This design comes from an exercise in tuning for small area and few clock cycles on the open sky130 flow, not from production work. Function was checked by simulation only, so behaviour that the tests miss may differ from the original. Power is estimated from default activity; no workload was simulated.

==> flow/design.v <==
package spq_pkg;
   localparam int NOTE_W    = 7;
   localparam int NOTES     = 2 ** NOTE_W;
   localparam int PATTERN_W = 36;
   localparam int COUNT_W   = 4;
   localparam int IDX_W     = 4;
   localparam int STEP_W    = 4;
   localparam int CSR_IDX_W = 2;
   localparam int CSR_W     = PATTERN_W;
   localparam int REQ_QUEUE_DEPTH = 2;
   localparam int RSP_QUEUE_DEPTH = 4;
   localparam logic [7:0]          NOTE_LIMIT     = 8'd127;
   localparam logic [NOTE_W-1:0]   LOWEST_AUDIBLE = 7'd21;
   localparam logic [NOTE_W-1:0]   OCTAVE_NOTE    = 7'd12;
   localparam logic [STEP_W-1:0]   OCTAVE_STEP    = 4'd12;
   localparam logic [COUNT_W-1:0]  MAX_STEPS      = 4'd12;
   localparam int                  PATTERN_STEPS  = 12;
   localparam logic [NOTE_W-1:0]    BASE_NOTE_RESET    = 7'd0;
   localparam logic [COUNT_W-1:0]   STEP_COUNT_RESET   = 4'd7;
   localparam logic [PATTERN_W-1:0] STEP_PATTERN_RESET = 36'd336978;
   localparam logic [CSR_IDX_W-1:0] CSR_BASE_NOTE    = 2'd0;
   localparam logic [CSR_IDX_W-1:0] CSR_STEP_COUNT   = 2'd1;
   localparam logic [CSR_IDX_W-1:0] CSR_STEP_PATTERN = 2'd2;
endpackage
import spq_pkg::*;
module spq_fifo
#(
   parameter int WIDTH = NOTE_W,
   parameter int DEPTH = REQ_QUEUE_DEPTH
) (
   input  logic                       clock,
   input  logic                       reset,
   input  logic                       push,
   input  logic [WIDTH-1:0]           push_data,
   input  logic                       pop,
   output logic [WIDTH-1:0]           pop_data,
   output logic                       full,
   output logic                       empty,
   output logic [$clog2(DEPTH+1)-1:0] count
);
   localparam int PTR_W = (DEPTH > 1) ? $clog2(DEPTH) : 1;
   localparam int CNT_W = $clog2(DEPTH + 1);
   logic [WIDTH-1:0] slot_ff [DEPTH];
   logic [PTR_W-1:0] wr_ptr_ff, wr_ptr_in;
   logic [PTR_W-1:0] rd_ptr_ff, rd_ptr_in;
   logic [CNT_W-1:0] count_ff, count_in;
   logic             do_push;
   logic             do_pop;
   assign do_push = push && !full;
   assign do_pop  = pop && !empty;
   always_comb begin
      wr_ptr_in = wr_ptr_ff;
      rd_ptr_in = rd_ptr_ff;
      count_in  = count_ff;
      if (do_push) begin
         wr_ptr_in = (wr_ptr_ff == PTR_W'(DEPTH - 1)) ? '0 : wr_ptr_ff + 1'b1;
      end
      if (do_pop) begin
         rd_ptr_in = (rd_ptr_ff == PTR_W'(DEPTH - 1)) ? '0 : rd_ptr_ff + 1'b1;
      end
      if (do_push && !do_pop) begin
         count_in = count_ff + 1'b1;
      end else if (do_pop && !do_push) begin
         count_in = count_ff - 1'b1;
      end
   end
   always_ff @(posedge clock) begin
      if (reset) begin
         wr_ptr_ff <= '0;
         rd_ptr_ff <= '0;
         count_ff  <= '0;
      end else begin
         wr_ptr_ff <= wr_ptr_in;
         rd_ptr_ff <= rd_ptr_in;
         count_ff  <= count_in;
      end
      if (do_push) begin
         slot_ff[wr_ptr_ff] <= push_data;
      end
   end
   assign pop_data = slot_ff[rd_ptr_ff];
   assign full     = (count_ff == CNT_W'(DEPTH));
   assign empty    = (count_ff == '0);
   assign count    = count_ff;
endmodule
import spq_pkg::*;
module spq_note_lookup
#(
   parameter int RSP_DEPTH = RSP_QUEUE_DEPTH
) (
   input  logic              clock,
   input  logic              reset,
   input  logic              tbl_wr_en,
   input  logic [NOTE_W-1:0] tbl_wr_addr,
   input  logic [NOTE_W-1:0] tbl_wr_data,
   input  logic              key_valid,
   input  logic [NOTE_W-1:0] key,
   output logic              key_take,
   input  logic              rsp_pop,
   output logic              rsp_empty,
   output logic [NOTE_W-1:0] rsp_scale_note
);
   localparam int CNT_W = $clog2(RSP_DEPTH + 1);
   logic [NOTE_W-1:0] note_table_ff [NOTES];
   logic [NOTE_W-1:0] rd_data_ff;
   logic              inflight_ff;
   logic [CNT_W-1:0]  rsp_count;
   logic [CNT_W:0]    occupancy;
   assign occupancy = {1'b0, rsp_count} + {{CNT_W{1'b0}}, inflight_ff};
   assign key_take  = key_valid && (occupancy < (CNT_W+1)'(RSP_DEPTH));
   always_ff @(posedge clock) begin
      if (tbl_wr_en) begin
         note_table_ff[tbl_wr_addr] <= tbl_wr_data;
      end
      if (key_take) begin
         rd_data_ff <= note_table_ff[key];
      end
   end
   always_ff @(posedge clock) begin
      if (reset) begin
         inflight_ff <= 1'b0;
      end else begin
         inflight_ff <= key_take;
      end
   end
   spq_fifo #(
      .WIDTH (NOTE_W),
      .DEPTH (RSP_DEPTH)
   ) u_rsp_queue (
      .clock     (clock),
      .reset     (reset),
      .push      (inflight_ff),
      .push_data (rd_data_ff),
      .pop       (rsp_pop),
      .pop_data  (rsp_scale_note),
      .full      (),
      .empty     (rsp_empty),
      .count     (rsp_count)
   );
endmodule
import spq_pkg::*;
module spq_scale_builder
(
   input  logic                 clock,
   input  logic                 reset,
   input  logic                 csr_we,
   input  logic [CSR_IDX_W-1:0] csr_index,
   input  logic [CSR_W-1:0]     csr_wdata,
   output logic                 tbl_wr_en,
   output logic [NOTE_W-1:0]    tbl_wr_addr,
   output logic [NOTE_W-1:0]    tbl_wr_data,
   output logic                 busy
);
   typedef enum logic [2:0] {
      BLD_INIT  = 3'b001,
      BLD_FILL  = 3'b010,
      BLD_READY = 3'b100
   } bld_state_type;
   bld_state_type       state_ff, state_in;
   logic [NOTE_W-1:0]    base_ff;
   logic [COUNT_W-1:0]   count_ff;
   logic [PATTERN_W-1:0] pattern_ff;
   logic [7:0]           cur_ff, cur_in;
   logic [7:0]           nxt_ff, nxt_in;
   logic [IDX_W-1:0]     idx_ff, idx_in;
   logic [NOTE_W-1:0]    key_ff, key_in;
   logic [NOTE_W-1:0]    lowest;
   logic [COUNT_W-1:0]   count_eff;
   logic                 adv;
   logic [7:0]           a_note;
   logic [7:0]           b_note;
   logic                 b_valid;
   logic                 any_note;
   logic [8:0]           pair_sum;
   logic [8:0]           twice_key;
   logic [NOTE_W-1:0]    wr_data;
   function automatic logic [STEP_W-1:0] step_size(logic [PATTERN_W-1:0] pattern,
                                                   logic [IDX_W-1:0] idx);
      logic [2:0] code;
      code = '0;
      for (int i = 0; i < PATTERN_STEPS; i++) begin
         if (idx == IDX_W'(i)) begin
            code = pattern[3*i +: 3];
         end
      end
      if (code >= 3'd1 && code <= 3'd4) begin
         step_size = {1'b0, code};
      end else begin
         step_size = 4'd1;
      end
   endfunction
   function automatic logic [STEP_W-1:0] next_step(logic [COUNT_W-1:0] count,
                                                   logic [PATTERN_W-1:0] pattern,
                                                   logic [IDX_W-1:0] idx);
      if (count == '0) begin
         next_step = OCTAVE_STEP;
      end else begin
         next_step = step_size(pattern, idx);
      end
   endfunction
   function automatic logic [IDX_W-1:0] next_idx(logic [COUNT_W-1:0] count,
                                                 logic [IDX_W-1:0] idx);
      logic [IDX_W:0] inc;
      inc = {1'b0, idx} + 1'b1;
      if (count == '0 || inc >= {1'b0, count}) begin
         next_idx = '0;
      end else begin
         next_idx = inc[IDX_W-1:0];
      end
   endfunction
   always_ff @(posedge clock) begin
      if (reset) begin
         base_ff    <= BASE_NOTE_RESET;
         count_ff   <= STEP_COUNT_RESET;
         pattern_ff <= STEP_PATTERN_RESET;
      end else if (csr_we) begin
         unique case (csr_index)
            CSR_BASE_NOTE:    base_ff    <= csr_wdata[NOTE_W-1:0];
            CSR_STEP_COUNT:   count_ff   <= csr_wdata[COUNT_W-1:0];
            CSR_STEP_PATTERN: pattern_ff <= csr_wdata;
            default: ;
         endcase
      end
   end
   always_comb begin
      if (base_ff >= LOWEST_AUDIBLE) begin
         lowest = base_ff;
      end else if (base_ff + OCTAVE_NOTE >= LOWEST_AUDIBLE) begin
         lowest = base_ff + OCTAVE_NOTE;
      end else begin
         lowest = base_ff + OCTAVE_NOTE + OCTAVE_NOTE;
      end
      count_eff = (count_ff > MAX_STEPS) ? MAX_STEPS : count_ff;
   end
   always_comb begin
      adv      = (nxt_ff < NOTE_LIMIT) && ({1'b0, key_ff} == nxt_ff);
      a_note   = adv ? nxt_ff : cur_ff;
      b_note   = adv ? nxt_ff + {4'b0, next_step(count_eff, pattern_ff, idx_ff)} : nxt_ff;
      b_valid  = b_note < NOTE_LIMIT;
      any_note = cur_ff < NOTE_LIMIT;
      pair_sum  = {1'b0, a_note} + {1'b0, b_note};
      twice_key = {1'b0, key_ff, 1'b0};
      if (!any_note) begin
         wr_data = cur_ff[NOTE_W-1:0];
      end else if ({1'b0, key_ff} <= a_note || !b_valid) begin
         wr_data = a_note[NOTE_W-1:0];
      end else if (twice_key < pair_sum) begin
         wr_data = a_note[NOTE_W-1:0];
      end else begin
         wr_data = b_note[NOTE_W-1:0];
      end
   end
   always_comb begin
      state_in = state_ff;
      cur_in   = cur_ff;
      nxt_in   = nxt_ff;
      idx_in   = idx_ff;
      key_in   = key_ff;
      unique case (state_ff)
         BLD_INIT: begin
            cur_in   = {1'b0, lowest};
            nxt_in   = {1'b0, lowest} + {4'b0, next_step(count_eff, pattern_ff, '0)};
            idx_in   = next_idx(count_eff, '0);
            key_in   = '0;
            state_in = BLD_FILL;
         end
         BLD_FILL: begin
            cur_in = a_note;
            nxt_in = b_note;
            if (adv) begin
               idx_in = next_idx(count_eff, idx_ff);
            end
            key_in = key_ff + 1'b1;
            if (key_ff == NOTE_W'(NOTES - 1)) begin
               state_in = BLD_READY;
            end
         end
         BLD_READY: ;
         default: state_in = BLD_INIT;
      endcase
      if (csr_we) begin
         state_in = BLD_INIT;
      end
   end
   always_ff @(posedge clock) begin
      if (reset) begin
         state_ff <= BLD_INIT;
      end else begin
         state_ff <= state_in;
      end
      cur_ff <= cur_in;
      nxt_ff <= nxt_in;
      idx_ff <= idx_in;
      key_ff <= key_in;
   end
   assign tbl_wr_en   = (state_ff == BLD_FILL);
   assign tbl_wr_addr = key_ff;
   assign tbl_wr_data = wr_data;
   assign busy        = (state_ff != BLD_READY);
endmodule
import spq_pkg::*;
module scale_pitch_quantizer_core
#(
   parameter int REQ_DEPTH = REQ_QUEUE_DEPTH,
   parameter int RSP_DEPTH = RSP_QUEUE_DEPTH
) (
   input  logic                 clock,
   input  logic                 reset,
   input  logic                 req_push,
   output logic                 req_full,
   input  logic [NOTE_W-1:0]    req_key,
   output logic                 rsp_empty,
   input  logic                 rsp_pop,
   output logic [NOTE_W-1:0]    rsp_scale_note,
   input  logic                 csr_we,
   input  logic [CSR_IDX_W-1:0] csr_index,
   input  logic [CSR_W-1:0]     csr_wdata
);
   logic              tbl_wr_en;
   logic [NOTE_W-1:0] tbl_wr_addr;
   logic [NOTE_W-1:0] tbl_wr_data;
   logic              busy;
   logic              req_q_full;
   logic              req_q_empty;
   logic [NOTE_W-1:0] req_q_key;
   logic              key_take;
   assign req_full = req_q_full || busy;
   spq_scale_builder u_builder (
      .clock     (clock),
      .reset     (reset),
      .csr_we    (csr_we),
      .csr_index (csr_index),
      .csr_wdata (csr_wdata),
      .tbl_wr_en   (tbl_wr_en),
      .tbl_wr_addr (tbl_wr_addr),
      .tbl_wr_data (tbl_wr_data),
      .busy      (busy)
   );
   spq_fifo #(
      .WIDTH (NOTE_W),
      .DEPTH (REQ_DEPTH)
   ) u_req_queue (
      .clock     (clock),
      .reset     (reset),
      .push      (req_push && !req_full),
      .push_data (req_key),
      .pop       (key_take),
      .pop_data  (req_q_key),
      .full      (req_q_full),
      .empty     (req_q_empty),
      .count     ()
   );
   spq_note_lookup #(
      .RSP_DEPTH (RSP_DEPTH)
   ) u_lookup (
      .clock          (clock),
      .reset          (reset),
      .tbl_wr_en      (tbl_wr_en),
      .tbl_wr_addr    (tbl_wr_addr),
      .tbl_wr_data    (tbl_wr_data),
      .key_valid      (!req_q_empty),
      .key            (req_q_key),
      .key_take       (key_take),
      .rsp_pop        (rsp_pop),
      .rsp_empty      (rsp_empty),
      .rsp_scale_note (rsp_scale_note)
   );
endmodule
==> flow/run.sh <==
#!/bin/bash
# synth_recipe.tcl (not shown) runs the flow's synth.tcl, then flattens the netlist and writes it again
# the make line also repeats each setting of config.mk as NAME=value (left out here)
make -C /OpenROAD-flow-scripts/flow DESIGN_CONFIG=/design/flow/config.mk WORK_HOME=/design/flow/orfs CLKGATE_MAP_FILE= SYNTH_SCRIPT=/design/flow/synth_recipe.tcl finish
==> flow/config.mk <==
export PLATFORM = sky130hd
export DESIGN_NAME = scale_pitch_quantizer_core
export DESIGN_NICKNAME = scale_pitch_quantizer_core
export VERILOG_FILES = /design/flow/design.v
export SDC_FILE = /design/flow/constraint.sdc
export NUM_CORES = 4
export LEC_CHECK = 0
export CAP_MARGIN = 20
export CORE_MARGIN = 2
export CORE_UTILIZATION = 40
export SLEW_MARGIN = 20
==> flow/constraint.sdc <==
create_clock -name core_clock -period 10.0 [get_ports {clock}]
set_input_delay 2.0000 -clock core_clock [delete_from_list [all_inputs] [get_ports {clock}]]
set_output_delay 2.0000 -clock core_clock [all_outputs]
set_load 0.01 [all_outputs]
==> reports/results.tsv <==
metric	value	unit
setup_viol	0	
holdBufCountCts	0	
worstSetupPathType	reg2reg	
ys_async_sr_fraction	0	%
worstMarginPinSlew	1.05	ns
required	10.33	ns
die_x	332	µm
stdcell_area	0.0486	mm²
cts_tree	done	
insertion_delay	0.70	ns
pwr-share-clk	35.3	%
wirelength	101000	µm
cts_made_buffers	106	
leakagePower	0.0154	µW
final-hold-violation-count	0	
cts-resized-gates	0	
critPathArrivalTime	8.83	ns
yosysWarnings	4	
drc	0	
max-cap-violations	0	
final_common_cell	edfxtp_1	
nNetsFinal	2710	
rsz0062_at_grt	no	
ys.flop_type	edfxtp_1	
coreArea	0.107	mm²
die_area	0.110	mm²
grt_util_all_layers	18.2	%
min_period_over_period	84.9	%
path_clk_slew	0.06	ns
drtAntennaViolNets	0	
routabilityCongestion	0.856	
crit_path_max_fanout	96	
seq_area_frac_synth	71.0	%
grt_pass1_wl	152000	µm
place_area	0.0452	mm²
drive_gt1_share	17.0	%
vias_per_cell	5.63	
antenna-diode-count	0	
vdd_drop_max	0.192	mV
chipHeight	332	µm
synth-edff-count	972	
grt_pass1_vias	23800	
min_period	8.49	ns
fin_tns_setup	0	ns
htree_levels	3	
hp-class	reg2reg	
grt_max_degree	116	
pin_count	59	
outcome	no timing/DRC/antenna violations	
synth_cells	2545	
final_util	45.5	%
power_frac_seq	47.6	%
hold_ws	0.455	ns
critPathLaunchType	flip-flop	
dp_hpwl	61000	µm
fmax	118	MHz
cts_setup_buffers	0	
ys_ff_latch	1037	
skew	0.0370	ns
num_rows	120	
synthDistinctLibCells	64	
p_int	7960	µW
wl_per_cell	24.6	µm
drt-pass1-iter-count	6	
p_sw_share	26.8	%
antenna_found_initial	0	
slew_viol_final	0	
syn_to_final_growth	13.1	%
root_buffer	clkbuf_16	
clock_path_buffers	3	
crit_path_end_kind	flip-flop	
p_comb_share	17.1	%
initial_core_util	40.2	%
final_cell_mix	972 x edfxtp_1, 252 x nand2_1, 233 x mux4_2, 193 x nor2_1, 106 x clkbuf_16	
synth_area	0.0430	mm²
port_buffers	58	
syn_nets	2648	
via_count	23100	
switchingPower	2910	µW
grt_overflow	0	
powerDensity	224	mW/mm²
cts.sinks	1037	
drtIter0Drc	2088	
postSynthAreaPerCell	16.9	µm²
slew_headroom	29.9	%
==> worst max-delay path, cell delays in order (launching register included) <==
cell and delay, ns:
edfxtp_1 0.44, inv_1 0.10, ha_1 0.47, o21ai_0 0.20
mux4_2 0.47, o21ai_0 0.16, o22ai_1 0.16, nor3_1 0.36
ha_1 0.32, a21o_1 0.18, a21oi_1 0.18, xor2_1 0.10
o21ai_0 0.60, ha_1 0.37, o21a_1 0.14, o2111ai_1 0.18
mux2i_1 0.15, a211oi_1 0.34, xor2_1 0.19, ha_1 0.27
a21o_1 0.19, a21oi_1 0.14, inv_1 0.08, a41oi_1 0.20
or3b_1 0.33, o22ai_2 0.15, a21oi_4 0.71, buf_4 0.89
==> state kept, by name, summed over array words and instances, names as in the netlist, 2 cells and up, named ones only <==
name                            count
u_builder.cur_ff                    8
u_lookup.rd_data_ff                 7
u_lookup.note_table_ff            896
u_builder.pattern_ff               36
u_req_queue.count_ff                2
u_lookup.u_rsp_queue.count_ff       3
u_builder.state_ff                  3
u_builder.base_ff                   7
u_builder.count_ff                  4
u_req_queue.slot_ff                14
u_lookup.u_rsp_queue.slot_ff       28
u_builder.key_ff                    7
u_lookup.u_rsp_queue.wr_ptr_ff      2
u_builder.nxt_ff                    8
u_lookup.u_rsp_queue.rd_ptr_ff      2
u_builder.idx_ff                    4
==> synthesized netlist by cell type, types with 17 or more instances <==
library cell	count	share of area [%]
edfxtp_1	972	68
nand2_1	252	2.2
mux4_2	233	12
nor2_1	195	1.7
a21oi_1	95	1.1
clkbuf_1	90	0.79
a211oi_1	69	1.2
dfxtp_1	65	3.0
and2_1	55	0.80
ha_1	49	1.4
buf_2	41	0.48
o21ai_0	39	0.45
inv_1	36	0.31
mux2i_1	33	0.77
nand3_1	29	0.34
xor2_1	27	0.55
a31oi_1	26	0.38
a311oi_1	21	0.43
a21o_1	17	0.30
nor2b_1	17	0.25
o21ai_1	17	0.20
==> per-layer routing <==
metal  vias up  share of wire [%]  global-route usage (%)  wire (µm)
met5         -                  0                       0          0
li1      10100                  -                       -          -
met3       135                7.7                    3.58       7770
met2       821                 48                    29.4      48200
met4         0                2.3                    5.35       2300
met1     12000                 42                    25.2      42500
==> worst paths after layout <==
path,depth (start not counted),endpoint,slack [ns],from
hold reg to reg,2,u_builder.pattern_ff[20],0.45,u_builder.pattern_ff[20]
hold / removal,2,u_builder.pattern_ff[20],0.45,u_builder.pattern_ff[20]
setup reg to reg,27,u_lookup.note_table_ff[64][3],1.51,u_builder.idx_ff[1]
setup / recovery,27,u_lookup.note_table_ff[64][3],1.51,u_builder.idx_ff[1]
==> cell families (layout without fill, tap and decap cells) <==
family          Yosys count  after routing  share of synthesized area [%]
compound gates          343            343                           5.27
simple gates            618            618                           6.42
buf+inv                 185            334                           1.83
flops                  1037           1037                           71.0
xor+xnor                 40             40                          0.833
fa+ha+maj                53             53                           1.61
mux                     269            269                           13.1
==> through the flow <==
| step | setup WS, ns | instances | total power [µW] |
|---|---|---|---|
| 2_1_floorplan | 1.75 | 2545 | 6480 |
| 3_5_place_dp | 1.57 | 3901 | 7130 |
| 4_1_cts | 1.53 | 4096 | 11000 |
| 6_report | 1.51 | 4097 | 10900 |
| 5_1_grt | 0.678 | 4097 | 11300 |
| 3_3_place_gp | 1.73 | 3901 | 7080 |
==> cell type report <==
| cell class | instances | area [µm²] |
|---|---|---|
| multi-input combinational | 1323 | 11900 |
| tap | 1403 | 1760 |
| clock inverter | 52 | 553 |
| timing repair buffer | 103 | 971 |
| clock buffer | 143 | 2830 |
| inverter | 36 | 135 |
| fill | 9040 | 58200 |
| sequential | 1037 | 30500 |
==> power groups by stage <==
stage	combinational [µW]	clock, µW	sequential (µW)
6_report	1850	3840	5170
3_3_place_gp	1820	0	5260
2_1_floorplan	1220	0	5260
5_1_grt	2020	4070	5180
3_5_place_dp	1870	0	5270
4_1_cts	1870	3900	5170
Testbench counts, summed over its fixed seeds: cycles 16,022.

[afterwards: timing with drivers on the ports]
No port has a modelled driver above. Below, the same layout with a new extraction and two added sets of constraints. Step 1: set_driving_cell puts a clkbuf_16 on clock and a buf_2 on each other input, an assumption about the parent block. Step 2 times the ports against the registers' clock, not the clock port: input delays grow and output delays shrink by t, the midpoint of the rising clock arrivals with the driver on. Three values: ideal ports, drivers, drivers and shift; two values: the first two.
t, ns: 0.739
setup WS [ns]: 1.505 / 1.505 / 1.505
worst hold slack (ns): 0.455 / 0.455 / 0.455
worst register clock-pin slew, ns: 0.07 / 0.07
pins driven straight from the clock port: 1
After both steps this run still meets setup and hold. The setup slack of this run moves by 0.000 ns with the drivers and by 0.000 ns with both steps.
